This is an optimization exercise on Yosys and OpenROAD, whose aim is small area, a short achievable clock period and few clock cycles, not a production implementation.
RTL that was checked went through simulation tests only; none was proved equivalent to the original.
No functional check of the RTL was part of runs 1 to 3.

[flow/run.sh]
#!/bin/bash
# synth_recipe.tcl (not shown) runs the flow's synth.tcl, then flattens the netlist and writes it again
# the make line also repeats each setting of config.mk as NAME=value (left out here)
make -C /OpenROAD-flow-scripts/flow DESIGN_CONFIG=/design/flow/config.mk WORK_HOME=/design/flow/orfs CLKGATE_MAP_FILE= SYNTH_SCRIPT=/design/flow/synth_recipe.tcl finish
[flow/design.v]
package huff_pkg;
    typedef logic [8-1:0] weight_t;
    typedef logic [12-1:0]    nodeWeight_t;
    typedef logic [5-1:0]     nodeId_t;
    typedef struct packed {
        weight_t [10-1:0] leaf;
    } leafWeights_t;
    typedef struct packed {
        nodeId_t parent;
        nodeId_t left;
        nodeId_t right;
    } treeEntry_t;
    typedef logic [(9-1)*3*5-1:0] treeTable_t;
    typedef struct packed {
        nodeId_t     id;
        nodeWeight_t weight;
        logic        valid;  
    } pick_t;
    typedef enum logic [1:0] {
        IDLE,
        PICK_RIGHT,
        PICK_LEFT,
        MERGE
    } ctrlState_t;
endpackage
module huffmanTree (
    input  logic                   Clk_in,
    input  logic                   n_Rst,
    input  logic                   Start,
    input  logic [79:0]            Weights,    
    output logic                   Busy,
    output logic                   Done,
    output logic [119:0]           Tree,       
    output logic [4:0]             RootRight,
    output logic [4:0]             RootLeft
);
    localparam int NH = 5;    
    localparam int QD = 5;    
    function automatic logic le8(input logic [7:0] a, input logic [7:0] b);
        logic r;
        r = 1'b1;
        for (int k = 0; k < 8; k++)
            r = (a[k] ^ b[k]) ? b[k] : r;
        le8 = r;
    endfunction
    function automatic logic le12(input logic [11:0] a, input logic [11:0] b);
        logic r;
        r = 1'b1;
        for (int k = 0; k < 12; k++)
            r = (a[k] ^ b[k]) ? b[k] : r;
        le12 = r;
    endfunction
    function automatic logic leafLe(input logic [7:0] a, input logic [11:0] b);
        leafLe = (|b[11:8]) || le8(a, b[7:0]);
    endfunction
    logic       busy;
    logic       done;
    logic       haveResult;
    logic [2:0] mergeCnt;     
    logic       lastMerge;
    assign lastMerge = (mergeCnt == 3'd7);
    always_ff @(posedge Clk_in or negedge n_Rst)
    begin
        if (!n_Rst)
        begin
            busy       <= 1'b0;
            done       <= 1'b0;
            haveResult <= 1'b0;
        end
        else
        begin
            busy       <= busy ? !lastMerge : Start;
            done       <= busy && lastMerge;
            haveResult <= haveResult || busy;
        end
    end
    assign Busy = busy;
    assign Done = done;
    logic [7:0]    wA [NH];
    logic [7:0]    wB [NH];
    logic [NH-1:0] usedA;
    logic [NH-1:0] usedB;
    always_ff @(posedge Clk_in)
    begin
        if (!busy)
        begin
            for (int i = 0; i < NH; i++)
            begin
                wA[i] <= Weights[8*i +: 8];
                wB[i] <= Weights[8*(i+NH) +: 8];
            end
        end
    end
    function automatic logic [2*NH-1:0] pickTwo(input logic [8*NH-1:0] w,
                                                input logic [NH-1:0]   used);
        logic [NH-1:0] prec [NH];   
        logic [NH-1:0] p0;
        logic [NH-1:0] p1;
        for (int i = 0; i < NH; i++)
        begin
            prec[i][i] = 1'b0;
            for (int j = i + 1; j < NH; j++)
            begin
                prec[i][j] = le8(w[8*i +: 8], w[8*j +: 8]);
                prec[j][i] = !prec[i][j];
            end
        end
        for (int i = 0; i < NH; i++)
        begin
            p0[i] = !used[i];
            for (int j = 0; j < NH; j++)
                if (j != i)
                    p0[i] = p0[i] && (used[j] || prec[i][j]);
        end
        for (int i = 0; i < NH; i++)
        begin
            p1[i] = !used[i] && !p0[i];
            for (int j = 0; j < NH; j++)
                if (j != i)
                    p1[i] = p1[i] && (used[j] || p0[j] || prec[i][j]);
        end
        pickTwo = {p1, p0};
    endfunction
    logic [8*NH-1:0] wAflat;
    logic [8*NH-1:0] wBflat;
    logic [NH-1:0]   pA0, pA1, pB0, pB1;
    always_comb
    begin
        for (int i = 0; i < NH; i++)
        begin
            wAflat[8*i +: 8] = wA[i];
            wBflat[8*i +: 8] = wB[i];
        end
    end
    assign {pA1, pA0} = pickTwo(wAflat, usedA);
    assign {pB1, pB0} = pickTwo(wBflat, usedB);
    logic [7:0] wA0, wA1, wB0, wB1;
    logic [2:0] iA0, iA1, iB0, iB1;
    always_comb
    begin
        wA0 = '0; wA1 = '0; wB0 = '0; wB1 = '0;
        iA0 = '0; iA1 = '0; iB0 = '0; iB1 = '0;
        for (int i = 0; i < NH; i++)
        begin
            wA0 = wA0 | ({8{pA0[i]}} & wA[i]);
            wA1 = wA1 | ({8{pA1[i]}} & wA[i]);
            wB0 = wB0 | ({8{pB0[i]}} & wB[i]);
            wB1 = wB1 | ({8{pB1[i]}} & wB[i]);
            iA0 = iA0 | ({3{pA0[i]}} & 3'(i));
            iA1 = iA1 | ({3{pA1[i]}} & 3'(i));
            iB0 = iB0 | ({3{pB0[i]}} & 3'(i));
            iB1 = iB1 | ({3{pB1[i]}} & 3'(i));
        end
    end
    logic okA0, okA1, okB0, okB1;
    assign okA0 = |pA0;
    assign okA1 = |pA1;
    assign okB0 = |pB0;
    assign okB1 = |pB1;
    logic       firstA;     
    logic       secondA;    
    logic       leafOk0;
    logic       leafOk1;
    logic [7:0] leafW0;
    logic [7:0] leafW1;
    logic [4:0] leafId0;
    logic [4:0] leafId1;
    always_comb
    begin
        firstA = okA0 && (!okB0 || le8(wA0, wB0));
        if (firstA)
            secondA = okA1 && (!okB0 || le8(wA1, wB0));
        else
            secondA = okA0 && (!okB1 || le8(wA0, wB1));
        leafOk0 = okA0 || okB0;
        leafOk1 = firstA ? (okA1 || okB0) : (okA0 || okB1);
        leafW0  = firstA ? wA0 : wB0;
        leafId0 = firstA ? {2'd0, iA0} : 5'd5 + {2'd0, iB0};
        if (firstA)
        begin
            leafW1  = secondA ? wA1 : wB0;
            leafId1 = secondA ? {2'd0, iA1} : 5'd5 + {2'd0, iB0};
        end
        else
        begin
            leafW1  = secondA ? wA0 : wB1;
            leafId1 = secondA ? {2'd0, iA0} : 5'd5 + {2'd0, iB1};
        end
    end
    logic [11:0]   q [QD];
    logic [QD-1:0] head;      
    logic [QD-1:0] tail;      
    logic [QD-1:0] pending;   
    logic [4:0]    headId;    
    logic [11:0]   opA;       
    logic [11:0]   opB;
    logic [11:0]   newSum;
    assign newSum = opA + opB;
    logic [QD-1:0] head1;
    logic [QD-1:0] head2;
    assign head1 = {head[QD-2:0], head[QD-1]};
    assign head2 = {head[QD-3:0], head[QD-1:QD-2]};
    logic [11:0] qW0;
    logic [11:0] qW1;
    logic [11:0] qW2;
    always_comb
    begin
        qW0 = '0;
        qW1 = '0;
        qW2 = '0;
        for (int k = 0; k < QD; k++)
        begin
            qW0 = qW0 | ({12{head[k]}}  & q[k]);
            qW1 = qW1 | ({12{head1[k]}} & q[k]);
            qW2 = qW2 | ({12{head2[k]}} & q[k]);
        end
        if (pending[0] && !pending[1])
            qW0 = newSum;
        if (pending[1] && !pending[2])
            qW1 = newSum;
        if (pending[2] && !pending[3])
            qW2 = newSum;
    end
    logic        takeLeafR;
    logic        takeLeafL;
    logic        twoLeaves;
    logic        twoNodes;
    logic [11:0] nextA;
    logic [11:0] nextB;
    logic [4:0]  rightId;
    logic [4:0]  leftId;
    always_comb
    begin
        takeLeafR = leafOk0 && (!pending[0] || leafLe(leafW0, qW0));
        if (takeLeafR)
            takeLeafL = leafOk1 && (!pending[0] || leafLe(leafW1, qW0));
        else
            takeLeafL = leafOk0 && (!pending[1] || leafLe(leafW0, qW1));
        twoLeaves = takeLeafR && takeLeafL;
        twoNodes  = !takeLeafR && !takeLeafL;
        nextA = twoNodes ? qW1 : {4'd0, leafW0};
        nextB = twoLeaves ? {4'd0, leafW1} : qW0;
        rightId = takeLeafR ? leafId0 : headId;
        if (twoLeaves)
            leftId = leafId1;
        else if (takeLeafR)
            leftId = headId;
        else if (takeLeafL)
            leftId = leafId0;
        else
            leftId = headId + 5'd1;
    end
    logic [11:0] total;
    logic [7:0]  pairA;
    logic [7:0]  pairB;
    always_comb
    begin
        pairA = wA[0];
        pairB = wA[1];
        case (mergeCnt)
            3'd1:    begin pairA = wA[2]; pairB = wA[3]; end
            3'd2:    begin pairA = wA[4]; pairB = wB[0]; end
            3'd3:    begin pairA = wB[1]; pairB = wB[2]; end
            3'd4:    begin pairA = wB[3]; pairB = wB[4]; end
            default: ;
        endcase
    end
    logic [11:0] half;
    logic        xRight;
    logic [4:0]  xId;
    assign half = {1'b0, total[11:1]};
    always_comb
    begin
        if (twoLeaves)
        begin
            xRight = le12(qW0, half);
            xId    = headId;
        end
        else if (!twoNodes)
        begin
            if (pending[1])
            begin
                xRight = le12(qW1, half);
                xId    = headId + 5'd1;
            end
            else
            begin
                xRight = le12({4'd0, leafW1}, half);
                xId    = leafId1;
            end
        end
        else
        begin
            if (pending[2])
            begin
                xRight = le12(qW2, half);
                xId    = headId + 5'd2;
            end
            else
            begin
                xRight = le12({4'd0, leafW0}, half);
                xId    = leafId0;
            end
        end
    end
    always_ff @(posedge Clk_in)
    begin
        if (!busy)
        begin
            usedA    <= '0;
            usedB    <= '0;
            mergeCnt <= '0;
            head     <= QD'(1);
            tail     <= {1'b1, (QD-1)'(0)};
            pending  <= '0;
            headId   <= 5'd10;
            total    <= '0;
        end
        else
        begin
            mergeCnt <= mergeCnt + 3'd1;
            if (mergeCnt <= 3'd4)
                total <= total + {4'd0, pairA} + {4'd0, pairB};
            if (takeLeafR || takeLeafL)
            begin
                if (firstA)
                    usedA <= usedA | pA0 | ((twoLeaves && secondA) ? pA1 : '0);
                else
                    usedA <= usedA | ((twoLeaves && secondA) ? pA0 : '0);
                if (!firstA)
                    usedB <= usedB | pB0 | ((twoLeaves && !secondA) ? pB1 : '0);
                else
                    usedB <= usedB | ((twoLeaves && !secondA) ? pB0 : '0);
            end
            opA <= nextA;
            opB <= nextB;
            for (int k = 0; k < QD; k++)
                if (tail[k])
                    q[k] <= newSum;
            tail <= {tail[QD-2:0], tail[QD-1]};
            if (twoNodes)
            begin
                head    <= head2;
                headId  <= headId + 5'd2;
                pending <= {1'b0, pending[QD-1:1]};
            end
            else if (!twoLeaves)
            begin
                head    <= head1;
                headId  <= headId + 5'd1;
            end
            else
            begin
                pending <= {pending[QD-2:0], 1'b1};
            end
        end
    end
    logic [9:0] entry [8];
    logic [4:0] rootR;
    logic [4:0] rootL;
    always_ff @(posedge Clk_in or negedge n_Rst)
    begin
        if (!n_Rst)
        begin
            for (int e = 0; e < 8; e++)
                entry[e] <= '0;
            rootR <= '0;
            rootL <= '0;
        end
        else if (busy)
        begin
            for (int e = 0; e < 8; e++)
                if (mergeCnt == 3'(e))
                    entry[e] <= {leftId, rightId};
            if (lastMerge)
            begin
                rootR <= xRight ? xId : 5'd17;
                rootL <= xRight ? 5'd17 : xId;
            end
        end
    end
    always_comb
    begin
        for (int e = 0; e < 8; e++)
            Tree[15*e +: 15] = {(haveResult ? 5'(10 + e) : 5'd0), entry[e]};
    end
    assign RootRight = rootR;
    assign RootLeft  = rootL;
endmodule
[flow/config.mk]
export PLATFORM = sky130hd
export DESIGN_NAME = huffmanTree
export DESIGN_NICKNAME = huffmanTree
export VERILOG_FILES = /design/flow/design.v
export SDC_FILE = /design/flow/constraint.sdc
export NUM_CORES = 4
export LEC_CHECK = 0
export CAP_MARGIN = 20
export CORE_MARGIN = 2
export CORE_UTILIZATION = 40
export SLEW_MARGIN = 20
[flow/constraint.sdc]
create_clock -name core_clock -period 36.0 [get_ports {Clk_in}]
set_input_delay 7.2000 -clock core_clock [delete_from_list [all_inputs] [get_ports {Clk_in}]]
set_output_delay 7.2000 -clock core_clock [all_outputs]
set_load 0.01 [all_outputs]
==> run_results.csv, run 1 <==
group,metric,value,unit
run_status,status,"finished clean",
setup_path,cp-start-kind,"register",
logic_synthesis,syn_avg_cell_area,8.99,um2
setup_path,end_kind,"primary output",
logic_synthesis,synth_cells,2339,
sta,rsz0062_at_grt,"no",
logic_synthesis,yosysSeqAreaShare,38.8,%
sta,fin_tns_setup,0,ns
sta,worst_pin_slew,1.12,ns
logic_synthesis,synth_most_common_cell,"nand2_1",
sta,relSlewSlack,23.0,%
logic_synthesis,yosysWarnings,7,
global_route,grt_overflow,0,
placement,place.gp.congestion,1.01,
clocking,cts_sinks,302,
logic_synthesis,synth_cell_types,108,
logic_synthesis,yosys.area.top_type,"edfxtp_1",
placement,port_buffers,194,
setup_path,cp_max_fo,21,
global_route,grt_pass1_wl,117,mm
global_route,antenna_found_initial,0,
setup_path,cp_top_family,"flip-flops",
logic_synthesis,synth_edf_count,164,
clocking,post_cts_buffers,0,
logic_synthesis,synthFlopType,"edfxtp_1",
clocking,cts_hold_buf,0,
clocking,clkLatencyLatePin,0.58,ns
global_route,grt_pass1_vias,18900,
clocking,numCtsBuffers,36,
clocking,clockBufferDepth,3,
logic_synthesis,synth_top_area_share,23.4,%
route,drc,0,
route,drt_iter0_drc,2201,
logic_synthesis,ys_top_cells_by_count,"nand2_1 (219), o21ai_0 (172), edfxtp_1 (164)",
cells_and_area,area_growth,16.2,%
sta,timing.final.ws_setup,26.93,ns
floorplan,core.rowCount,84,
worst_hold_path,hp-class,"reg -> reg",
cells_and_area,regArea,8150,um2
placement,dp.final_hpwl,57.0,mm
setup_path,critPathLaunch,"haveResult$_DFF_PN0_",
floorplan,die_w,233,um
cells_and_area,antenna_cells,0,
floorplan,initial_core_util,40.2,%
route,routed_wl,77.2,mm
cells_and_area,fillers,4928,
logic_synthesis,synthArstFlopShare,30.8,%
sta,max_freq,110,MHz
floorplan,core_region_area,52200,um2
logic_synthesis,synth-seq-cells,302,
clocking,cts_tree,"done",
sta,hold_violations,0,
setup_path,slowest_stage,"dfrtp_1",
floorplan,die_area,54400,um2
clocking,clock-root-buffer,"clkbuf_16",
sta,finalSetupViolations,0,
cells_and_area,fin_cells,3132,
global_route,grt_max_degree,80,
placement,dp_worst_setup_slack,27.42,ns
clocking,cts_resized,0,
setup_path,cp_slowest_stage_delay,0.66,ns
logic_synthesis,yosys-top-cells-area,"edfxtp_1 (23%), dfrtp_1 (11%), dfxtp_1 (4.3%)",
route,viasPerCell,6.30,
route,via_count,19700,
sta,fin_crit_sh,25.2,%
route,wl_per_cell,24.7,um
setup_path,worstPathRequired,28.80,ns
worst_hold_path,worstHoldStart,"tail[1]$_SDFF_PN0_",
cells_and_area,final_nets,2538,
sta,fin_crit,9.07,ns
floorplan,io_pins,215,
clocking,path_clk_slew,0.06,ns
setup_path,crit_path_cell_trace,"clkdlybuf4s50_1",
logic_synthesis,syn_area,21000,um2
setup_path,cp.arrival,1.87,ns
placement,numPlacedInstances,3066,
setup_path,r2r_start,"wB[1][3]$_DFFE_PN_",
route,first_pass_iters,9,
cells_and_area,multi_input_area,11500,um2
route,ant_nets,0,
setup_path,critPathBufInv,1,
clocking,cts_max_level,2,
sta,drv_slew,0,
global_route,grt.total_usage,27.9,%
sta,clock_skew,0.0343,ns
cells_and_area,drive_gt1_share,7.20,%
job,max_cap_violations,0,
floorplan,chipHeight,233,um
setup_path,worstSetupPathType,"reg -> out",
placed cells by master (no fill, tap or decap), types with 20 or more instances in the layout:
master / Yosys / final
clkdlybuf4s50_1: 0 / 193
nand4_1: 23 / 23
nand2_1: 219 / 219
dfrtp_1: 93 / 92
inv_1: 121 / 121
buf_4: 43 / 33
ha_1: 29 / 29
a222oi_1: 48 / 48
a211oi_1: 23 / 23
nor4_1: 26 / 26
nand3_1: 98 / 98
conb_1: 1 / 20
mux2i_1: 39 / 39
a21oi_1: 83 / 83
and2_1: 31 / 31
o22ai_1: 28 / 28
edfxtp_1: 164 / 164
nor3_1: 35 / 35
dfxtp_1: 45 / 45
clkbuf_16: 0 / 37
nor2b_1: 61 / 61
and3_1: 21 / 21
o21ai_0: 172 / 172
nor2_1: 113 / 113
a22oi_1: 96 / 96
a31oi_1: 35 / 35
nand2b_1: 74 / 74
maj3_1: 49 / 49
metal layers:
metal | track usage, % | up-vias | wire [um]
met5 | 0 | - | 0
met4 | 10.6 | 0 | 2870
met3 | 5.63 | 182 | 6600
met2 | 42.3 | 1041 | 33900
met1 | 39.1 | 9564 | 33800
li1 | - | 8952 | -
registers in the layout, summed over array words and instances, names as in the netlist, 12 cells and up:
| register | flops |
|---|---|
| entry | 80 |
| opA | 12 |
| opB | 12 |
| q | 60 |
| total | 12 |
| wA | 40 |
| wB | 40 |
final timing paths:
| path | slack (ns) | end | depth (start not counted) |
|---|---|---|---|
| max | 26.93 | Tree[71] | 1 |
| min | 0.45 | tail[2]$_SDFF_PN0_ | 1 |
| max reg2reg | 27.07 | usedA[4]$_SDFFE_PN0N_ | 25 |
| min reg2reg | 0.45 | tail[2]$_SDFF_PN0_ | 1 |
| max in group asynchronous | 28.58 | entry[3][4]$_DFFE_PN0P_ | 2 |
| min in group asynchronous | 6.47 | rootL[2]$_DFFE_PN0P_ | 1 |
cells by family after synthesis:
family | count (synthesis) | synth area share (%)
AO/OA/AOI/OAI | 731 | 24.9
XOR/XNOR | 28 | 1.17
flip-flops | 302 | 38.8
adder cells (fa/ha/maj) | 92 | 5.23
buffers and inverters | 333 | 7.12
other | 1 | 0.0178
multiplexers | 59 | 2.93
AND/OR/NAND/NOR | 793 | 19.9
metrics by stage:
stage | hold slack (ns) | instance area, um2 | utilization (%)
6_report | 0.450 | 24400 | 46.7
3_3_place_gp | 0.429 | 23100 | 44.3
5_1_grt | 0.467 | 24400 | 46.7
3_5_place_dp | 0.419 | 23100 | 44.3
2_1_floorplan | 0.402 | 21100 | -
4_1_cts | 0.452 | 24400 | 46.7
layout make-up:
| type | instances | area share [%] |
|---|---|---|
| multi-input cells | 1723 | 46.9 |
| flip-flops and latches | 302 | 33.4 |
| repair buffers | 227 | 8.97 |
| clock buffers | 45 | 4.18 |
| well taps | 688 | 3.53 |
| inverters | 126 | 1.95 |
| clock inverters | 21 | 1.04 |
==> inputs of run 2 (changes only) <==
--- a/flow/design.v
+++ b/flow/design.v
@@ -199,27 +199,22 @@
     logic [QD-1:0] head1;
     logic [QD-1:0] head2;
     assign head1 = {head[QD-2:0], head[QD-1]};
-    assign head2 = {head[QD-3:0], head[QD-1:QD-2]};
+    assign head2 = {head1[QD-2:0], head1[QD-1]};
     logic [11:0] qW0;
     logic [11:0] qW1;
-    logic [11:0] qW2;
     always_comb
     begin
         qW0 = '0;
         qW1 = '0;
-        qW2 = '0;
         for (int k = 0; k < QD; k++)
         begin
             qW0 = qW0 | ({12{head[k]}}  & q[k]);
             qW1 = qW1 | ({12{head1[k]}} & q[k]);
-            qW2 = qW2 | ({12{head2[k]}} & q[k]);
         end
         if (pending[0] && !pending[1])
             qW0 = newSum;
         if (pending[1] && !pending[2])
             qW1 = newSum;
-        if (pending[2] && !pending[3])
-            qW2 = newSum;
     end
     logic        takeLeafR;
     logic        takeLeafL;
@@ -266,42 +261,21 @@
         endcase
     end
     logic [11:0] half;
+    logic [7:0]  lastLeafW;
+    logic [4:0]  lastLeafId;
+    logic        xIsLeaf;
     logic        xRight;
     logic [4:0]  xId;
-    assign half = {1'b0, total[11:1]};
-    always_comb
+    assign half       = {1'b0, total[11:1]};
+    assign lastLeafW  = pending[1] ? leafW0 : leafW1;
+    assign lastLeafId = pending[1] ? leafId0 : leafId1;
+    assign xIsLeaf    = !pending[2] && !leafLe(lastLeafW, newSum);
+    assign xRight     = le12(newSum, half) && (pending[2] || le12({4'd0, lastLeafW}, half));
+    assign xId        = xIsLeaf ? lastLeafId : 5'd16;
+    always_ff @(posedge Clk_in)
     begin
-        if (twoLeaves)
-        begin
-            xRight = le12(qW0, half);
-            xId    = headId;
-        end
-        else if (!twoNodes)
-        begin
-            if (pending[1])
-            begin
-                xRight = le12(qW1, half);
-                xId    = headId + 5'd1;
-            end
-            else
-            begin
-                xRight = le12({4'd0, leafW1}, half);
-                xId    = leafId1;
-            end
-        end
-        else
-        begin
-            if (pending[2])
-            begin
-                xRight = le12(qW2, half);
-                xId    = headId + 5'd2;
-            end
-            else
-            begin
-                xRight = le12({4'd0, leafW0}, half);
-                xId    = leafId0;
-            end
-        end
+        opA <= nextA;
+        opB <= nextB;
     end
     always_ff @(posedge Clk_in)
     begin
@@ -332,8 +306,6 @@
                 else
                     usedB <= usedB | ((twoLeaves && !secondA) ? pB0 : '0);
             end
-            opA <= nextA;
-            opB <= nextB;
             for (int k = 0; k < QD; k++)
                 if (tail[k])
                     q[k] <= newSum;
@@ -369,9 +341,9 @@
         end
         else if (busy)
         begin
-            for (int e = 0; e < 8; e++)
-                if (mergeCnt == 3'(e))
-                    entry[e] <= {leftId, rightId};
+            for (int e = 0; e < 7; e++)
+                entry[e] <= entry[e+1];
+            entry[7] <= {leftId, rightId};
             if (lastMerge)
             begin
                 rootR <= xRight ? xId : 5'd17;
==> run 2 against run 1 <==
  * Register-to-register slack gained 0.60 ns
  * Design area is 3.6% lower
  * First-iteration DRC count grew 6.3%
  * Utilization grew 0.28 points
  * Wire length is 11% lower
  * Still clean on timing, DRC and antenna
  * Die area is 3.5% lower
  * Synthesized area fell by 3.6%
  * Highest routed layer unchanged
  * Flip-flop and latch count unchanged
  * Non-clock buffer count decreased by 7
==> run_results.csv, run 2 <==
group,metric,value,unit
run_status,status,"finished clean",
cells_and_area,layout_commonest_cell,"clkdlybuf4s50_1",
cells_and_area,top_regs,"entry: 80 flops, q: 60 flops",
floorplan,core_region_area,50100,um2
route,wl_per_cell,23.4,um
clocking,cts_hold_buf,0,
sta,max_freq,108,MHz
logic_synthesis,synthArstFlopShare,30.8,%
logic_synthesis,synth_most_common_cell,"nand2_1",
setup_path,end_kind,"primary output",
clocking,clock-root-buffer,"clkbuf_16",
setup_path,critPathBufInv,1,
cells_and_area,utilization,47.0,%
setup_path,crit_path_cell_trace,"clkdlybuf4s50_1",
sta,whs,0.448,ns
clocking,numCtsBuffers,34,
setup_path,worstSetupPathType,"reg -> out",
placement,dp_worst_setup_slack,27.32,ns
sta,timing.final.ws_setup,26.75,ns
sta,worst_pin_slew,1.11,ns
global_route,grt_max_degree,86,
logic_synthesis,synthFlopType,"edfxtp_1",
setup_path,r2r.worst_path.cells,22,
global_route,grt_pass1_vias,17600,
cells_and_area,fillers,4836,
route,drt_iter0_drc,2340,
logic_synthesis,synth_cells,2183,
clocking,cts_max_level,2,
sta,rsz0062_at_grt,"no",
worst_hold_path,hp-class,"reg -> reg",
sta,fin_crit,9.25,ns
sta,finalSetupViolations,0,
clocking,path_clk_slew,0.06,ns
floorplan,chipHeight,229,um
clocking,clkLatencyLatePin,0.57,ns
cells_and_area,final_nets,2384,
floorplan,die_w,229,um
logic_synthesis,yosysWarnings,7,
setup_path,r2r_slack,27.67,ns
clocking,clockBufferDepth,3,
route,via_count,18600,
job,max_cap_violations,0,
cells_and_area,area_growth,16.1,%
setup_path,r2r-end,"headId[4]$_SDFFE_PN0P_",
sta,drv_slew,0,
route,viasPerCell,6.28,
route,drc,0,
setup_path,r2r_start,"wA[0][4]$_DFFE_PN_",
setup_path,cp-start-kind,"register",
cells_and_area,top_register,"entry",
clocking,cts_resized,0,
setup_path,cp_num_cells,1,
sta,fin_crit_sh,25.7,%
setup_path,critPathLaunch,"busy$_DFF_PN0_",
worst_hold_path,worstHoldStart,"tail[0]$_SDFF_PN0_",
setup_path,cp-endpoint,"Busy",
cells_and_area,layout_common_cells,"clkdlybuf4s50_1 (193), nand2_1 (154), edfxtp_1 (140)",
logic_synthesis,yosys-top-cells-area,"edfxtp_1 (21%), dfrtp_1 (11%), dfxtp_1 (6.8%)",
setup_path,cp_max_fo,51,
global_route,grt_overflow,0,
placement,place.gp.congestion,1.01,
route,routed_wl,69.0,mm
clocking,cts_tree,"done",
logic_synthesis,syn_avg_cell_area,9.29,um2
logic_synthesis,synth-seq-cells,302,
sta,clock_skew,0.0332,ns
cells_and_area,drive_gt1_share,10.5,%
cells_and_area,largest_reg_flops,80,
route,ant_nets,0,
setup_path,cp_top_family,"flip-flops",
global_route,grt.total_usage,25.6,%
logic_synthesis,yosysSeqAreaShare,39.0,%
logic_synthesis,synth_cell_types,119,
clocking,cts_sinks,302,
sta,fin_tns_setup,0,ns
sta,relSlewSlack,25.1,%
clocking,post_cts_buffers,0,
placement,dp.final_hpwl,50.9,mm
logic_synthesis,ys_top_cells_by_count,"nand2_1 (154), edfxtp_1 (140), o21ai_0 (137)",
cells_and_area,antenna_cells,0,
logic_synthesis,synth_top_area_share,20.7,%
floorplan,core.rowCount,82,
floorplan,initial_core_util,40.5,%
logic_synthesis,syn_area,20300,um2
placement,port_buffers,194,
setup_path,worstPathRequired,28.80,ns
setup_path,slowest_stage,"dfrtp_4",
global_route,grt_pass1_wl,106,mm
logic_synthesis,synth_edf_count,140,
setup_path,cp_slowest_stage_delay,0.83,ns
route,first_pass_iters,9,
setup_path,cp.arrival,2.05,ns
logic_synthesis,yosys.area.top_type,"edfxtp_1",
floorplan,die_area,52500,um2
floorplan,io_pins,215,
global_route,antenna_found_initial,0,
sta,hold_violations,0,
run 2: cell count changes after synthesis, moves of 19 or more:
cell | previous run | this run
nand2_1 | 219 | 154
mux2i_1 | 39 | 19
a21oi_1 | 83 | 64
clkbuf_1 | 108 | 86
o21ai_0 | 172 | 137
edfxtp_1 | 164 | 140
dfxtp_1 | 45 | 69
mux2_2 | 19 | 79
run 2: worst min path at each step:
stage | to | depth (start not counted)
final | tail[1]$_SDFF_PN0_ | 1
after global routing | tail[0]$_SDFF_PN0_ | 1
after CTS | tail[1]$_SDFF_PN0_ | 1
after detailed placement | tail[0]$_SDFF_PN0_ | 1
after global placement | tail[4]$_SDFF_PN1_ | 1
after floorplan | tail[4]$_SDFF_PN1_ | 1
run 2: metal layers:
metal | vias up | GRT usage, % | routed length, um
met5 | - | 0 | 0
met3 | 186 | 4.47 | 6100
met1 | 9004 | 35.1 | 29200
met4 | 0 | 9.35 | 2710
met2 | 1016 | 40.4 | 31100
li1 | 8362 | - | -
run 2: final cells by class:
class	instances	area [um2]	share of cell area, %
clock buffer	46	956	4.06
clock inverter	13	190	0.808
inverter	130	490	2.08
multi-input combinational	1574	11000	46.8
sequential	302	7920	33.6
tap	672	841	3.57
timing repair buffer	220	2140	9.08
run 2: cell families (layout without fill, tap and decap cells):
kind of cell	after synthesis	in the layout	synth area share, %
AOI/OAI and AO/OA	690	690	25.5
xor gates and xnor gates	24	24	1.04
adders and majority gates	80	80	4.83
buffers and inverters	326	409	7.25
DFF	302	302	39.0
muxes	99	99	5.38
other	1	20	0.0185
and+or+nand+nor	661	661	17.0
run 2: metrics by stage:
step | std cells | instance area [um2]
2_1_floorplan | 2202 | 20300
3_3_place_gp | 2897 | 22400
3_5_place_dp | 2897 | 22400
4_1_cts | 2956 | 23500
5_1_grt | 2957 | 23500
6_report | 2957 | 23500
==> inputs of run 3 (changes only) <==
--- a/flow/design.v
+++ b/flow/design.v
@@ -35,7 +35,8 @@
     output logic [4:0]             RootLeft
 );
     localparam int NH = 5;    
-    localparam int QD = 5;    
+    localparam int QD = 4;    
+    localparam int PD = 5;    
     function automatic logic le8(input logic [7:0] a, input logic [7:0] b);
         logic r;
         r = 1'b1;
@@ -190,7 +191,7 @@
     logic [11:0]   q [QD];
     logic [QD-1:0] head;      
     logic [QD-1:0] tail;      
-    logic [QD-1:0] pending;   
+    logic [PD-1:0] pending;   
     logic [4:0]    headId;    
     logic [11:0]   opA;       
     logic [11:0]   opB;
@@ -314,7 +315,7 @@
             begin
                 head    <= head2;
                 headId  <= headId + 5'd2;
-                pending <= {1'b0, pending[QD-1:1]};
+                pending <= {1'b0, pending[PD-1:1]};
             end
             else if (!twoLeaves)
             begin
@@ -323,7 +324,7 @@
             end
             else
             begin
-                pending <= {pending[QD-2:0], 1'b1};
+                pending <= {pending[PD-2:0], 1'b1};
             end
         end
     end
==> flow/flow/run.sh (new file) <==
#!/bin/bash
# The standard layout, except that the port buffers are plain buf_1
# cells instead of the delay buffers buffer_ports picks by default.
set -euo pipefail
export BUFFER_PORTS_ARGS="-buffer_cell sky130_fd_sc_hd__buf_1"
bash standard.sh finish > standard_flow.log 2>&1
==> flow/standard.sh (new file) <==
#!/bin/bash
# synth_recipe.tcl (not shown) runs the flow's synth.tcl, then flattens the netlist and writes it again
# the make line also repeats each setting of config.mk as NAME=value (left out here)
make -C /OpenROAD-flow-scripts/flow DESIGN_CONFIG=/design/flow/config.mk WORK_HOME=/design/flow/orfs CLKGATE_MAP_FILE= SYNTH_SCRIPT=/design/flow/synth_recipe.tcl "${@:-finish}"
removed: flow/run.sh
==> run 3 against run 2 <==
  * Synthesized area fell by 3.4%
  * Synthesized cell count shrank 2.4%
  * Register-to-register slack better by 0.38 ns
  * Global-route usage fell by 0.13 points
  * Still clean
  * Design area decreased by 8.5%
  * Critical path depth unchanged
  * Fmax increased by 7.1%
==> run_results.csv, run 3 <==
group,metric,value,unit
clocking,cts_max_level,1,
logic_synthesis,synth_top_area_share,19.6,%
sta,finalSetupViolations,0,
setup_path,slowest_stage,"dfrtp_4",
clocking,numCtsBuffers,31,
logic_synthesis,yosysWarnings,7,
setup_path,cp_max_fo,22,
cells_and_area,multi_input_area,10700,um2
sta,drv_slew,0,
cells_and_area,top_register,"entry",
placement,port_buffers,194,
setup_path,cp_slowest_stage_delay,0.61,ns
cells_and_area,utilization,44.3,%
setup_path,end_kind,"primary output",
route,drc,0,
clocking,path_clk_slew,0.06,ns
worst_hold_path,hp-class,"reg -> reg",
logic_synthesis,synthFlopType,"edfxtp_1",
clocking,clock-root-buffer,"clkbuf_16",
clocking,cts_tree,"done",
sta,clock_skew,0.0161,ns
sta,worst_pin_slew,1.19,ns
setup_path,worstPathRequired,28.80,ns
placement,place.gp.congestion,0.992,
setup_path,cp.arrival,1.44,ns
logic_synthesis,synth_cells,2130,
clocking,clkLatencyLatePin,0.60,ns
placement,dp.final_hpwl,48.8,mm
logic_synthesis,synth-seq-cells,288,
route,viasPerCell,6.23,
sta,timing.final.ws_setup,27.36,ns
global_route,grt_max_degree,81,
placement,dp_worst_setup_slack,27.57,ns
logic_synthesis,yosysSeqAreaShare,38.4,%
cells_and_area,drive_gt1_share,11.6,%
cells_and_area,regArea,7520,um2
job,max_cap_violations,0,
global_route,grt_pass1_wl,101,mm
route,via_count,17800,
cells_and_area,layout_common_cells,"buf_1 (193), nand2_1 (184), edfxtp_1 (128)",
clocking,cts_resized,0,
setup_path,crit_path_cell_trace,"buf_1",
logic_synthesis,synth_edf_count,128,
placement,placed_area,20400,um2
run_status,status,"finished clean",
setup_path,critPathBufInv,1,
route,routed_wl,66.2,mm
floorplan,core_region_area,48600,um2
cells_and_area,final_area,21500,um2
logic_synthesis,syn_avg_cell_area,9.19,um2
route,first_pass_iters,6,
logic_synthesis,ys_top_cells_by_count,"nand2_1 (184), edfxtp_1 (128), inv_1 (126)",
sta,whs,0.451,ns
route,drt_iter0_drc,1839,
cells_and_area,top_regs,"entry: 80 flops, q: 48 flops",
clocking,cts_hold_buf,0,
setup_path,cp-start-kind,"register",
floorplan,initial_core_util,40.2,%
setup_path,worstSetupPathType,"reg -> out",
logic_synthesis,yosys-top-cells-area,"edfxtp_1 (20%), dfrtp_1 (12%), dfxtp_1 (6.9%)",
sta,fin_crit,8.64,ns
global_route,antenna_found_initial,0,
setup_path,cp_top_family,"flip-flops",
sta,rsz0062_at_grt,"no",
floorplan,io_pins,215,
placement,numPlacedInstances,2803,
logic_synthesis,synthArstFlopShare,32.3,%
global_route,grt_overflow,0,
sta,max_freq,116,MHz
global_route,grt.total_usage,25.4,%
sta,fin_crit_sh,24.0,%
logic_synthesis,syn_area,19600,um2
cells_and_area,final_nets,2337,
clocking,post_cts_buffers,0,
logic_synthesis,synth_most_common_cell,"nand2_1",
floorplan,chipHeight,225,um
sta,hold_violations,0,
floorplan,core.rowCount,81,
route,wl_per_cell,23.1,um
cells_and_area,layout_commonest_cell,"buf_1",
floorplan,die_area,50700,um2
clocking,clockBufferDepth,3,
cells_and_area,area_growth,10.0,%
route,ant_nets,0,
global_route,grt_pass1_vias,16900,
sta,fin_tns_setup,0,ns
logic_synthesis,synth_cell_types,115,
floorplan,die_w,225,um
cells_and_area,fillers,4793,
cells_and_area,antenna_cells,0,
clocking,cts_sinks,288,
sta,relSlewSlack,20.1,%
logic_synthesis,yosys.area.top_type,"edfxtp_1",
cells_and_area,fin_cells,2861,
cells_and_area,largest_reg_flops,80,
run 3: cell types whose count changed after synthesis, sizes merged, moves of 13 or more:
cell,change
nand3,-25
nor2,-18
a222oi,-21
nor2b,-26
clkbuf,-13
a21oi,+45
a32oi,-27
a22oi,+35
nand2,+31
run 3: logic make-up (layout without fill, tap and decap cells):
| family | Yosys count | in the layout | synth area share, % |
|---|---|---|---|
| AO/OA/AOI/OAI | 724 | 724 | 26.9 |
| XOR/XNOR | 25 | 25 | 1.12 |
| adder cells (fa/ha/maj) | 73 | 73 | 4.67 |
| buffers and inverters | 322 | 412 | 7.62 |
| flip-flops | 288 | 288 | 38.4 |
| multiplexers | 98 | 98 | 5.53 |
| other | 1 | 20 | 0.0192 |
| AND/OR/NAND/NOR | 599 | 599 | 15.8 |
run 3: final timing paths:
kind,end,from,cells after the start,slack (ns)
max in group asynchronous,busy$_DFF_PN0_,n_Rst,2,28.30
min reg2reg,tail[3]$_SDFF_PN1_,tail[2]$_SDFF_PN0_,1,0.45
max,Busy,busy$_DFF_PN0_,1,27.36
min in group asynchronous,entry[0][5]$_DFFE_PN0P_,n_Rst,1,6.65
min,tail[3]$_SDFF_PN1_,tail[2]$_SDFF_PN0_,1,0.45
max reg2reg,headId[0]$_SDFFE_PN0P_,wB[2][2]$_DFFE_PN_,23,28.05
run 3: worst reg2reg max path, cell delays in order (launching register included):
cell      delay, ns
edfxtp_1       0.61
nor2b_1        0.23
a211oi_1       0.07
o31ai_1        0.43
a211oi_1       0.23
or3_1          0.40
nor3_2         0.73
a222oi_1       0.26
nand3_1        0.37
and2_1         0.24
and4b_1        0.25
o21ai_4        0.16
nand3_4        0.43
mux2i_1        0.74
nor2_1         0.13
a211oi_1       0.19
o21ai_1        0.14
a32oi_1        0.33
nand2b_1       0.42
a211oi_4       0.71
buf_4          0.41
nor2_2         0.12
xnor2_1        0.17
nor2_1         0.06
run 3: final cells by class:
type / count / area share [%]
inverter: 136 / 2.38
timing repair buffer: 219 / 4.27
multi-input combinational: 1539 / 49.5
clock inverter: 11 / 0.970
tap: 622 / 3.61
sequential: 288 / 34.9
clock buffer: 46 / 4.43
run 3: layer usage:
metal | track usage (%) | up-vias | wire, um
li1 | - | 8126 | -
met1 | 34.5 | 8632 | 28400
met2 | 41.4 | 906 | 30200
met3 | 3.65 | 166 | 5240
met4 | 9.10 | 0 | 2320
met5 | 0 | - | 0
==> inputs of run 4 (changes only) <==
--- a/flow/design.v
+++ b/flow/design.v
@@ -55,8 +55,9 @@
         leafLe = (|b[11:8]) || le8(a, b[7:0]);
     endfunction
     logic       busy;
+    logic       busyOut;    
     logic       done;
-    logic       haveResult;
+    logic [3:0] haveResult;   
     logic [2:0] mergeCnt;     
     logic       lastMerge;
     assign lastMerge = (mergeCnt == 3'd7);
@@ -65,17 +66,20 @@
         if (!n_Rst)
         begin
             busy       <= 1'b0;
+            busyOut    <= 1'b0;
             done       <= 1'b0;
-            haveResult <= 1'b0;
+            haveResult <= '0;
         end
         else
         begin
             busy       <= busy ? !lastMerge : Start;
+            busyOut    <= busy && !lastMerge;
             done       <= busy && lastMerge;
-            haveResult <= haveResult || busy;
+            for (int g = 0; g < 4; g++)
+                haveResult[g] <= haveResult[g] || (busy && mergeCnt == 3'(2*g));
         end
     end
-    assign Busy = busy;
+    assign Busy = busyOut;
     assign Done = done;
     logic [7:0]    wA [NH];
     logic [7:0]    wB [NH];
@@ -197,6 +201,11 @@
     logic [11:0]   opB;
     logic [11:0]   newSum;
     assign newSum = opA + opB;
+    logic [1:0] tailSlot;
+    assign tailSlot = mergeCnt[1:0] - 2'd1;
+    always_comb
+        for (int k = 0; k < QD; k++)
+            tail[k] = (tailSlot == 2'(k));
     logic [QD-1:0] head1;
     logic [QD-1:0] head2;
     assign head1 = {head[QD-2:0], head[QD-1]};
@@ -286,7 +295,6 @@
             usedB    <= '0;
             mergeCnt <= '0;
             head     <= QD'(1);
-            tail     <= {1'b1, (QD-1)'(0)};
             pending  <= '0;
             headId   <= 5'd10;
             total    <= '0;
@@ -310,7 +318,6 @@
             for (int k = 0; k < QD; k++)
                 if (tail[k])
                     q[k] <= newSum;
-            tail <= {tail[QD-2:0], tail[QD-1]};
             if (twoNodes)
             begin
                 head    <= head2;
@@ -355,7 +362,7 @@
     always_comb
     begin
         for (int e = 0; e < 8; e++)
-            Tree[15*e +: 15] = {(haveResult ? 5'(10 + e) : 5'd0), entry[e]};
+            Tree[15*e +: 15] = {(haveResult[e/2] ? 5'(10 + e) : 5'd0), entry[e]};
     end
     assign RootRight = rootR;
     assign RootLeft  = rootL;
--- a/flow/config.mk
+++ b/flow/config.mk
@@ -8,4 +8,6 @@
 export CAP_MARGIN = 20
 export CORE_MARGIN = 2
 export CORE_UTILIZATION = 40
+export CTS_BUF_LIST = sky130_fd_sc_hd__clkbuf_8
+export CTS_CLUSTER_SIZE = 30
 export SLEW_MARGIN = 20
==> run 4 against run 3 <==
  * Critical endpoint is now Tree[86]
  * Critical path depth is the same
  * Register-to-register slack lost 0.27 ns
  * Sequential share of layout area grew 0.20 points
  * Via count grew 0.84%
  * Largest cell class unchanged
  * Flip-flop and latch count is the same
  * Hold slack gained 0.0067 ns
==> run_results.csv, run 4 <==
group,metric,value,unit
route,ant_nets,0,
sta,hold_violations,0,
global_route,grt_pass1_wl,101,mm
clocking,path_clk_slew,0.06,ns
clocking,cts_hold_buf,0,
clocking,cts_resized,0,
logic_synthesis,yosysSeqAreaShare,38.3,%
logic_synthesis,syn_avg_cell_area,9.20,um2
clocking,cts_sinks,288,
global_route,grt_pass1_vias,17000,
floorplan,initial_core_util,40.4,%
setup_path,slowest_stage,"dfrtp_1",
sta,worst_pin_slew,1.03,ns
sta,rsz0062_at_grt,"no",
cells_and_area,top_regs,"entry: 80 flops, q: 48 flops",
placement,port_buffers,194,
cells_and_area,layout_commonest_cell,"buf_1",
logic_synthesis,yosysWarnings,7,
route,first_pass_iters,8,
logic_synthesis,synth_most_common_cell,"nand2_1",
clocking,cts_max_level,2,
setup_path,cp_slowest_stage_delay,0.45,ns
global_route,grt_max_degree,72,
cells_and_area,drive_gt1_share,11.1,%
logic_synthesis,synth-seq-cells,288,
logic_synthesis,ys_top_cells_by_count,"nand2_1 (166), edfxtp_1 (128), nor2_1 (124)",
cells_and_area,regArea,7540,um2
sta,fin_crit,8.47,ns
placement,dp.final_hpwl,48.1,mm
route,met2_length,30.1,mm
setup_path,crit_path_cell_trace,"buf_1",
route,met1Wirelength,28.7,mm
sta,drv_slew,0,
sta,fin_tns_setup,0,ns
global_route,grt.total_usage,25.4,%
cells_and_area,fillers,4784,
route,routed_wl,66.0,mm
sta,finalSetupViolations,0,
setup_path,cp_num_cells,1,
floorplan,die_w,226,um
worst_hold_path,hp-class,"reg -> reg",
floorplan,io_pins,215,
run_status,status,"finished clean",
sta,max_freq,118,MHz
logic_synthesis,synth_edf_count,128,
logic_synthesis,yosys.area.top_type,"edfxtp_1",
sta,fin_crit_sh,23.5,%
clocking,clockBufferDepth,3,
setup_path,cp.arrival,1.27,ns
setup_path,r2r_slack,27.78,ns
setup_path,end_kind,"primary output",
sta,timing.final.ws_setup,27.53,ns
logic_synthesis,synth_cells,2139,
route,wl_met3,5.09,mm
route,drt_iter0_drc,2084,
floorplan,core_region_area,48700,um2
cells_and_area,final_area,21500,um2
logic_synthesis,synth_cell_types,116,
placement,placed_area,20500,um2
job,max_cap_violations,0,
global_route,antenna_found_initial,1,
setup_path,r2r.worst_path.cells,23,
setup_path,cp-start-kind,"register",
clocking,clkLatencyLatePin,0.64,ns
placement,dp_worst_setup_slack,27.51,ns
worst_hold_path,hold_path_depth,2,
setup_path,cp_top_family,"flip-flops",
logic_synthesis,syn_area,19700,um2
logic_synthesis,synth_top_area_share,19.5,%
sta,relSlewSlack,30.6,%
logic_synthesis,synthArstFlopShare,33.7,%
cells_and_area,final_nets,2358,
cells_and_area,multi_input_area,10800,um2
clocking,numCtsBuffers,49,
clocking,cts_tree,"done",
clocking,clock-root-buffer,"clkbuf_8",
global_route,grt_overflow,0,
floorplan,core.rowCount,81,
route,topRoutingLayerUsed,"met4",
setup_path,worstSetupPathType,"reg -> out",
route,via_count,18000,
floorplan,chipHeight,226,um
setup_path,cp_max_fo,8,
sta,clock_skew,0.0142,ns
logic_synthesis,synthFlopType,"edfxtp_1",
route,viasPerCell,6.12,
route,wl_per_cell,22.5,um
cells_and_area,top_register,"entry",
cells_and_area,largest_reg_flops,80,
cells_and_area,area_growth,9.19,%
route,drc,0,
placement,place.gp.congestion,0.989,
floorplan,die_area,51000,um2
clocking,post_cts_buffers,0,
logic_synthesis,yosys-top-cells-area,"edfxtp_1 (20%), dfrtp_1 (12%), dfxtp_1 (6.4%)",
setup_path,critPathBufInv,1,
setup_path,worstPathRequired,28.80,ns
cells_and_area,layout_common_cells,"buf_1 (193), nand2_1 (166), inv_1 (134)",
sta,whs,0.458,ns
run 4: metrics by stage:
step | utilization, % | instances
CTS | 44.0 | 2939
global placement | 42.1 | 2848
floorplan | - | 2158
global route | 44.1 | 2940
finish | 44.1 | 2940
detailed placement | 42.1 | 2848
run 4: path summary, 6_finish.rpt:
path	startpoint	endpoint
setup / recovery	haveResult[2]$_DFF_PN0_	Tree[86]
setup reg to reg	wB[0][5]$_DFFE_PN_	usedB[3]$_SDFFE_PN0N_
hold / removal	total[4]$_SDFFE_PN0P_	total[4]$_SDFFE_PN0P_
hold reg to reg	total[4]$_SDFFE_PN0P_	total[4]$_SDFFE_PN0P_
max in group asynchronous	n_Rst	busy$_DFF_PN0_
min in group asynchronous	n_Rst	entry[0][5]$_DFFE_PN0P_
run 4: cells by family (layout without fill, tap and decap cells):
kind of cell | count (synthesis) | in the layout | share of synthesized area, %
flip-flops | 288 | 288 | 38.3
adder cells (fa/ha/maj) | 83 | 83 | 5.15
buffers and inverters | 317 | 434 | 7.26
XOR/XNOR | 26 | 26 | 1.16
AO/OA/AOI/OAI | 691 | 691 | 25.6
AND/OR/NAND/NOR | 615 | 615 | 15.9
multiplexers | 118 | 118 | 6.58
other | 1 | 21 | 0.0191
run 4: layout make-up:
type / instances / share of cell area [%]
Clock inverter: 34 / 0.804
Multi-Input combinational cell: 1553 / 50.2
Sequential cell: 288 / 35.1
Timing Repair Buffer: 212 / 4.04
Tap cell: 664 / 3.87
Antenna cell: 1 / 0.0117
Inverter: 131 / 2.30
Clock buffer: 57 / 3.65
run 4: per-layer routing:
layer / vias up / global-route usage, %
met5: - / 0
met1: 8770 / 35.0
met4: 0 / 9.27
li1: 8175 / -
met2: 886 / 40.1
met3: 148 / 4.06
Testbench counts of run 4, summed over its fixed seeds: cycles 4,608.
==> inputs of run 5 (changes only) <==
==> flow/config.mk (replaced) <==
export PLATFORM = sky130hd
export DESIGN_NAME = huffmanTree
export DESIGN_NICKNAME = huffmanTree
export VERILOG_FILES = /design/flow/design.v
export SDC_FILE = /design/flow/constraint.sdc
export NUM_CORES = 4
export LEC_CHECK = 0
export ABC_AREA = 1
export CAP_MARGIN = 20
export CORE_MARGIN = 2
export CORE_UTILIZATION = 40
export SLEW_MARGIN = 20
==> run 5 against run 4 <==
  * Sequential share of layout area hardly changed
  * Highest routed layer unchanged
  * Still clean
  * Critical path type unchanged
  * Clock skew is 0.024 ns higher
  * Global-route usage shrank 0.87 points
  * Worst setup slack improved by 0.076 ns
==> run_results.csv, run 5 <==
group,metric,value,unit
logic_synthesis,ys_top_cells_by_count,"nand2_1 (905), inv_1 (403), o22ai_1 (158)",
route,drc,0,
sta,max_freq,119,MHz
logic_synthesis,synth_edf_count,128,
clocking,cts_sinks,288,
global_route,grt_pass1_wl,97.5,mm
clocking,cts_tree,"done",
route,wl_per_cell,17.6,um
setup_path,cp_top_family,"flip-flops",
setup_path,r2r-end,"usedA[3]$_SDFFE_PN0N_",
setup_path,critPathBufInv,1,
cells_and_area,fillers,4944,
floorplan,chipHeight,225,um
clocking,post_cts_buffers,0,
logic_synthesis,syn_avg_cell_area,7.01,um2
floorplan,io_pins,215,
route,first_pass_iters,6,
logic_synthesis,yosysSeqAreaShare,38.7,%
global_route,antenna_found_initial,0,
sta,drv_slew,0,
placement,placed_area,20300,um2
cells_and_area,largest_reg_flops,80,
global_route,grt_pass1_vias,17500,
global_route,grt_overflow,0,
floorplan,core.rowCount,80,
logic_synthesis,synth-seq-cells,288,
clocking,clkLatencyLatePin,0.58,ns
floorplan,die_w,225,um
global_route,grt_max_degree,97,
route,viasPerCell,5.25,
placement,dp_worst_setup_slack,27.45,ns
logic_synthesis,synth_top_area_share,19.8,%
cells_and_area,layout_commonest_cell,"nand2_1",
worst_hold_path,hp-class,"reg -> reg",
sta,hold_violations,0,
worst_hold_path,hold_path_end,"entry[0][0]$_DFFE_PN0P_",
floorplan,initial_core_util,40.7,%
clocking,clock-root-buffer,"clkbuf_16",
cells_and_area,final_area,21500,um2
logic_synthesis,synthArstFlopShare,33.7,%
logic_synthesis,yosysWarnings,7,
cells_and_area,drive_gt1_share,7.54,%
setup_path,slowest_stage,"dfrtp_1",
setup_path,worstSetupPathType,"reg -> out",
setup_path,crit_path_cell_trace,"buf_1",
setup_path,cp_max_fo,8,
placement,port_buffers,194,
sta,clock_skew,0.0381,ns
clocking,cts_hold_buf,0,
sta,fin_tns_setup,0,ns
setup_path,r2r_start,"wA[4][1]$_DFFE_PN_",
clocking,numCtsBuffers,34,
worst_hold_path,hold_path_depth,2,
cells_and_area,area_growth,10.5,%
placement,dp.final_hpwl,47.1,mm
sta,worst_pin_slew,1.09,ns
setup_path,cp-start-kind,"register",
floorplan,core_region_area,47800,um2
job,max_cap_violations,0,
route,routed_wl,62.4,mm
clocking,clockBufferDepth,3,
setup_path,r2r_slack,29.11,ns
logic_synthesis,yosys-top-cells-area,"edfxtp_1 (20%), nand2_1 (17%), dfrtp_1 (12%)",
logic_synthesis,synthFlopType,"edfxtp_1",
setup_path,worstPathRequired,28.80,ns
cells_and_area,antenna_cells,0,
clocking,path_clk_slew,0.05,ns
sta,fin_crit,8.39,ns
setup_path,r2r.worst_path.cells,43,
cells_and_area,top_regs,"entry: 80 flops, q: 48 flops",
cells_and_area,top_register,"entry",
cells_and_area,fin_cells,3547,
floorplan,die_area,50400,um2
sta,finalSetupViolations,0,
clocking,cts_resized,0,
clocking,cts_max_level,2,
logic_synthesis,synth_cell_types,64,
sta,timing.final.ws_setup,27.61,ns
route,via_count,18600,
setup_path,cp.arrival,1.19,ns
logic_synthesis,syn_area,19500,um2
cells_and_area,layout_common_cells,"nand2_1 (905), inv_1 (403), buf_1 (193)",
logic_synthesis,yosys.area.top_type,"edfxtp_1",
cells_and_area,final_nets,3030,
route,drt_iter0_drc,1878,
logic_synthesis,synth_cells,2776,
route,ant_nets,0,
global_route,grt.total_usage,24.5,%
sta,rsz0062_at_grt,"no",
setup_path,cp_slowest_stage_delay,0.44,ns
sta,relSlewSlack,27.2,%
placement,place.gp.congestion,0.999,
sta,fin_crit_sh,23.3,%
setup_path,end_kind,"primary output",
placement,numPlacedInstances,3486,
logic_synthesis,synth_most_common_cell,"nand2_1",
run_status,status,"finished clean",
worst_hold_path,worstHoldStart,"entry[0][0]$_DFFE_PN0P_",
[run 5: routing by layer]
metal	GRT usage, %	vias up	part of all wire [%]
met5	0	-	0
met2	39.9	706	46
met1	32.2	8593	43
li1	-	9192	-
met4	10.3	0	3.8
met3	4.05	135	6.9
[run 5: logic make-up (layout without fill, tap and decap cells)]
| family | count (synthesis) | count (layout) | share of synthesized area (%) |
|---|---|---|---|
| simple gates | 1274 | 1274 | 27.5 |
| mux | 1 | 1 | 0.0514 |
| other cells | 1 | 20 | 0.0193 |
| compound gates | 541 | 541 | 16.7 |
| fa+ha+maj | 41 | 41 | 3.01 |
| xor+xnor | 17 | 17 | 0.765 |
| buf+inv | 613 | 750 | 13.2 |
| flops | 288 | 288 | 38.7 |
[run 5: how the worst max path moves through the flow]
stage	depth (start not counted)	from	to	slack [ns]
after floorplan	1	haveResult[2]$_DFF_PN0_	Tree[72]	28.18
after global placement	2	n_Rst	busy$_DFF_PN0_	27.47
after detailed placement	2	n_Rst	busy$_DFF_PN0_	27.45
after CTS	1	haveResult[2]$_DFF_PN0_	Tree[87]	27.57
after global routing	1	haveResult[2]$_DFF_PN0_	Tree[73]	27.53
final	1	haveResult[2]$_DFF_PN0_	Tree[87]	27.61
[run 5: per-stage QoR]
step	hold WS, ns	util [%]
6_report	0.468	44.9
5_1_grt	0.496	44.9
3_3_place_gp	0.443	42.5
3_5_place_dp	0.452	42.5
4_1_cts	0.471	44.9
2_1_floorplan	0.429	-
[run 5: cell type report]
type | count | area (um2) | share of cell area (%)
multi-input cells | 1894 | 9430 | 43.9
flip-flops and latches | 288 | 7540 | 35.1
inverters | 490 | 1850 | 8.59
clock buffers | 48 | 953 | 4.44
repair buffers | 199 | 773 | 3.60
well taps | 615 | 769 | 3.58
clock inverters | 13 | 190 | 0.885
==> inputs of run 6 (changes only) <==
--- a/flow/config.mk
+++ b/flow/config.mk
@@ -5,8 +5,8 @@
 export SDC_FILE = /design/flow/constraint.sdc
 export NUM_CORES = 4
 export LEC_CHECK = 0
-export ABC_AREA = 1
 export CAP_MARGIN = 20
 export CORE_MARGIN = 2
-export CORE_UTILIZATION = 40
+export CORE_UTILIZATION = 60
+export PLACE_DENSITY = 0.7
 export SLEW_MARGIN = 20
==> run 6 against run 5 <==
  * Still clean on timing, DRC and antenna
  * Critical path depth is the same
  * Synthesized cell count shrank 23%
  * Hold slack worse by 0.0047 ns
  * Global-route usage is 11 points higher
  * Critical path type unchanged
  * Highest routed layer unchanged
==> run_results.csv, run 6 <==
group,metric,value,unit
logic_synthesis,syn_avg_cell_area,9.20,um2
logic_synthesis,synthFlopType,"edfxtp_1",
logic_synthesis,synth_edf_count,128,
cells_and_area,layout_common_cells,"buf_1 (193), nand2_1 (166), edfxtp_1 (128)",
logic_synthesis,yosys.area_share.simple,15.9,%
worst_hold_path,hp-class,"reg -> reg",
logic_synthesis,yosys-top-cells-area,"edfxtp_1 (20%), dfrtp_1 (12%), dfxtp_1 (6.4%)",
floorplan,chipHeight,185,um
cells_and_area,fin_cells,2681,
placement,place.gp.congestion,1.01,
clocking,cts_max_level,1,
clocking,path_clk_slew,0.06,ns
clocking,numCtsBuffers,30,
logic_synthesis,synth_compound_gate_area_share,25.6,%
logic_synthesis,ys_top_cells_by_count,"nand2_1 (166), edfxtp_1 (128), nor2_1 (124)",
job,max_cap_violations,0,
sta,hold_violations,0,
route,viasPerCell,6.73,
floorplan,die_w,185,um
logic_synthesis,synth_cells,2139,
setup_path,worstSetupPathType,"reg -> out",
cells_and_area,final_nets,2338,
setup_path,r2r.worst_path.cells,23,
route,met2_length,27.6,mm
logic_synthesis,synth-seq-cells,288,
clocking,cts_hold_buf,0,
setup_path,cp_top_family,"flip-flops",
worst_hold_path,hold_path_depth,2,
floorplan,die_area,34200,um2
logic_synthesis,synthArstFlopShare,33.7,%
global_route,antenna_found_initial,0,
cells_and_area,area_growth,7.89,%
setup_path,crit_path_cell_trace,"buf_1",
global_route,grt_pass1_wl,94.9,mm
floorplan,io_pins,215,
floorplan,initial_core_util,60.8,%
setup_path,slowest_stage,"dfrtp_1",
logic_synthesis,synth_most_common_cell,"nand2_1",
clocking,cts_tree,"done",
logic_synthesis,synth-adder-area-share,5.15,%
clocking,post_cts_buffers,0,
global_route,grt_overflow,0,
clocking,cts_sinks,288,
logic_synthesis,synth_top_family_by_area,"compound AO/OA/AOI/OAI gates",
logic_synthesis,synth_top_area_share,19.5,%
setup_path,cp-start-kind,"register",
setup_path,critPathBufInv,1,
setup_path,end_kind,"primary output",
run_status,status,"finished clean",
cells_and_area,antenna_cells,0,
sta,fin_tns_setup,0,ns
cells_and_area,top_regs,"entry: 80 flops, q: 48 flops",
floorplan,core_region_area,32400,um2
route,drt_iter0_drc,2396,
cells_and_area,largest_reg_flops,80,
cells_and_area,top_register,"entry",
floorplan,core.rowCount,66,
sta,timing.final.ws_setup,27.57,ns
route,ant_nets,0,
clocking,cts_resized,0,
sta,finalSetupViolations,0,
route,routed_wl,61.2,mm
logic_synthesis,synth_cell_types,116,
logic_synthesis,yosysWarnings,7,
route,wl_per_cell,22.8,um
global_route,grt_pass1_vias,16800,
setup_path,cp_max_fo,8,
setup_path,r2r_start,"wA[3][5]$_DFFE_PN_",
route,topRoutingLayerUsed,"met4",
global_route,grt.total_usage,35.4,%
placement,dp_worst_setup_slack,27.52,ns
cells_and_area,fillers,2703,
clocking,clkLatencyLatePin,0.60,ns
sta,clock_skew,0.0223,ns
worst_hold_path,hold_path_end,"total[4]$_SDFFE_PN0P_",
sta,fin_crit_sh,23.4,%
sta,relSlewSlack,25.8,%
route,via_count,18000,
sta,drv_slew,0,
worst_hold_path,worstHoldStart,"total[4]$_SDFFE_PN0P_",
clocking,clockBufferDepth,3,
sta,fin_crit,8.43,ns
clocking,clock-root-buffer,"clkbuf_16",
logic_synthesis,synth-xor-area-share,1.16,%
global_route,grt_max_degree,91,
setup_path,cp_slowest_stage_delay,0.46,ns
cells_and_area,layout_commonest_cell,"buf_1",
setup_path,r2r_slack,27.85,ns
placement,numPlacedInstances,2625,
route,drc,0,
cells_and_area,drive_gt1_share,10.2,%
route,met1Wirelength,24.6,mm
setup_path,cp.arrival,1.23,ns
setup_path,worstPathRequired,28.80,ns
sta,worst_pin_slew,1.11,ns
setup_path,r2r-end,"usedA[3]$_SDFFE_PN0N_",
placement,port_buffers,194,
route,first_pass_iters,9,
logic_synthesis,synthMuxAreaShare,6.58,%
route,wl_met3,6.26,mm
placement,dp.final_hpwl,44.1,mm
logic_synthesis,yosys.area.top_type,"edfxtp_1",
sta,max_freq,119,MHz
logic_synthesis,yosysSeqAreaShare,38.3,%
logic_synthesis,syn_area,19700,um2
sta,rsz0062_at_grt,"no",
run 6: cell count changes after synthesis, moves of 33 or more:
cell,change
nor2b_1,+38
mux2_2,+78
o21ai_1,-58
maj3_1,+37
clkbuf_1,+51
o22ai_1,-133
mux2i_1,+34
inv_2,-61
a22oi_1,+106
inv_1,-281
nor2_1,-33
nand2b_1,+40
nand2_1,-739
a21oi_1,+34
run 6: per-layer routing:
layer / up-vias / GRT usage (%)
met4: 0 / 14.4
met5: - / 0
met3: 202 / 6.65
met2: 1057 / 56.3
met1: 8643 / 47.8
li1: 8145 / -
run 6: worst max path at each step:
stage                            startpoint                    end  cells past startpoint  slack (ns)
global route             wB[4][3]$_DFFE_PN_  usedA[3]$_SDFFE_PN0N_                     23       27.23
detailed placement                    n_Rst         busy$_DFF_PN0_                      2       27.52
CTS                 haveResult[2]$_DFF_PN0_               Tree[72]                      1       27.55
floorplan           haveResult[2]$_DFF_PN0_               Tree[72]                      1       28.18
global placement                      n_Rst         busy$_DFF_PN0_                      2       27.55
finish              haveResult[2]$_DFF_PN0_               Tree[73]                      1       27.57
run 6: per-stage QoR:
step | hold slack, ns | util, % | area (um2)
after detailed placement | 0.447 | 62.5 | 20200
after floorplan | 0.432 | - | 19700
after CTS | 0.458 | 65.5 | 21200
after global routing | 0.478 | 65.6 | 21200
final | 0.463 | 65.6 | 21200
after global placement | 0.439 | 62.5 | 20200
run 6: logic make-up after synthesis:
family          count (synthesis)
xor+xnor                       26
simple gates                  615
buf+inv                       317
mux                           118
flops                         288
compound gates                691
other cells                     1
fa+ha+maj                      83
run 6: final cells by class:
| cell class | count | area (um2) | area share (%) |
|---|---|---|---|
| Timing Repair Buffer | 211 | 860 | 4.05 |
| Inverter | 131 | 494 | 2.33 |
| Clock inverter | 18 | 199 | 0.937 |
| Multi-Input combinational cell | 1553 | 10800 | 50.8 |
| Sequential cell | 288 | 7540 | 35.5 |
| Tap cell | 442 | 553 | 2.61 |
| Clock buffer | 38 | 791 | 3.73 |

-- what the ideal ports hide --
In the flow no input, the clock included, has a driving cell. The finished layouts below were timed again as built, in two steps. Step 1 (the two cells are an assumption about what drives the block):
set clk [get_ports {Clk_in}]
set_driving_cell -lib_cell sky130_fd_sc_hd__clkbuf_16 $clk
set_driving_cell -lib_cell sky130_fd_sc_hd__buf_2 [delete_from_list [all_inputs] $clk]
Step 2, shift: input delay + t, output delay - t, t = (earliest + latest rising clock arrival at the registers) / 2. This alone moves slack from input paths to output paths. Three values: ideal ports, drivers, drivers and shift; two values: the first two.
run | t, ns | setup slack, ns | worst hold slack (ns) | worst setup path at the end | latest minus earliest clock arrival (ns)
run 1 | 0.623 | 26.932 / 26.872 / 27.070 | 0.450 / 0.450 / 0.450 | register to register | 0.034 / 0.034
run 2 | 0.613 | 26.751 / 26.692 / 27.305 | 0.448 / 0.448 / 0.448 | register to output | 0.033 / 0.033
run 3 | 0.653 | 27.360 / 27.301 / 27.679 | 0.451 / 0.451 / 0.451 | input, reset recovery | 0.016 / 0.016
run 4 | 0.686 | 27.534 / 27.479 / 27.595 | 0.458 / 0.458 / 0.458 | input, reset recovery | 0.014 / 0.014
run 5 | 0.614 | 27.609 / 27.555 / 27.886 | 0.468 / 0.468 / 0.468 | input, reset recovery | 0.039 / 0.038
run 6 | 0.642 | 27.567 / 27.513 / 27.578 | 0.463 / 0.463 / 0.463 | input, reset recovery | 0.022 / 0.022
After both steps setup and hold are still met in every run listed. The worst setup slack also covers recovery checks on asynchronous resets.
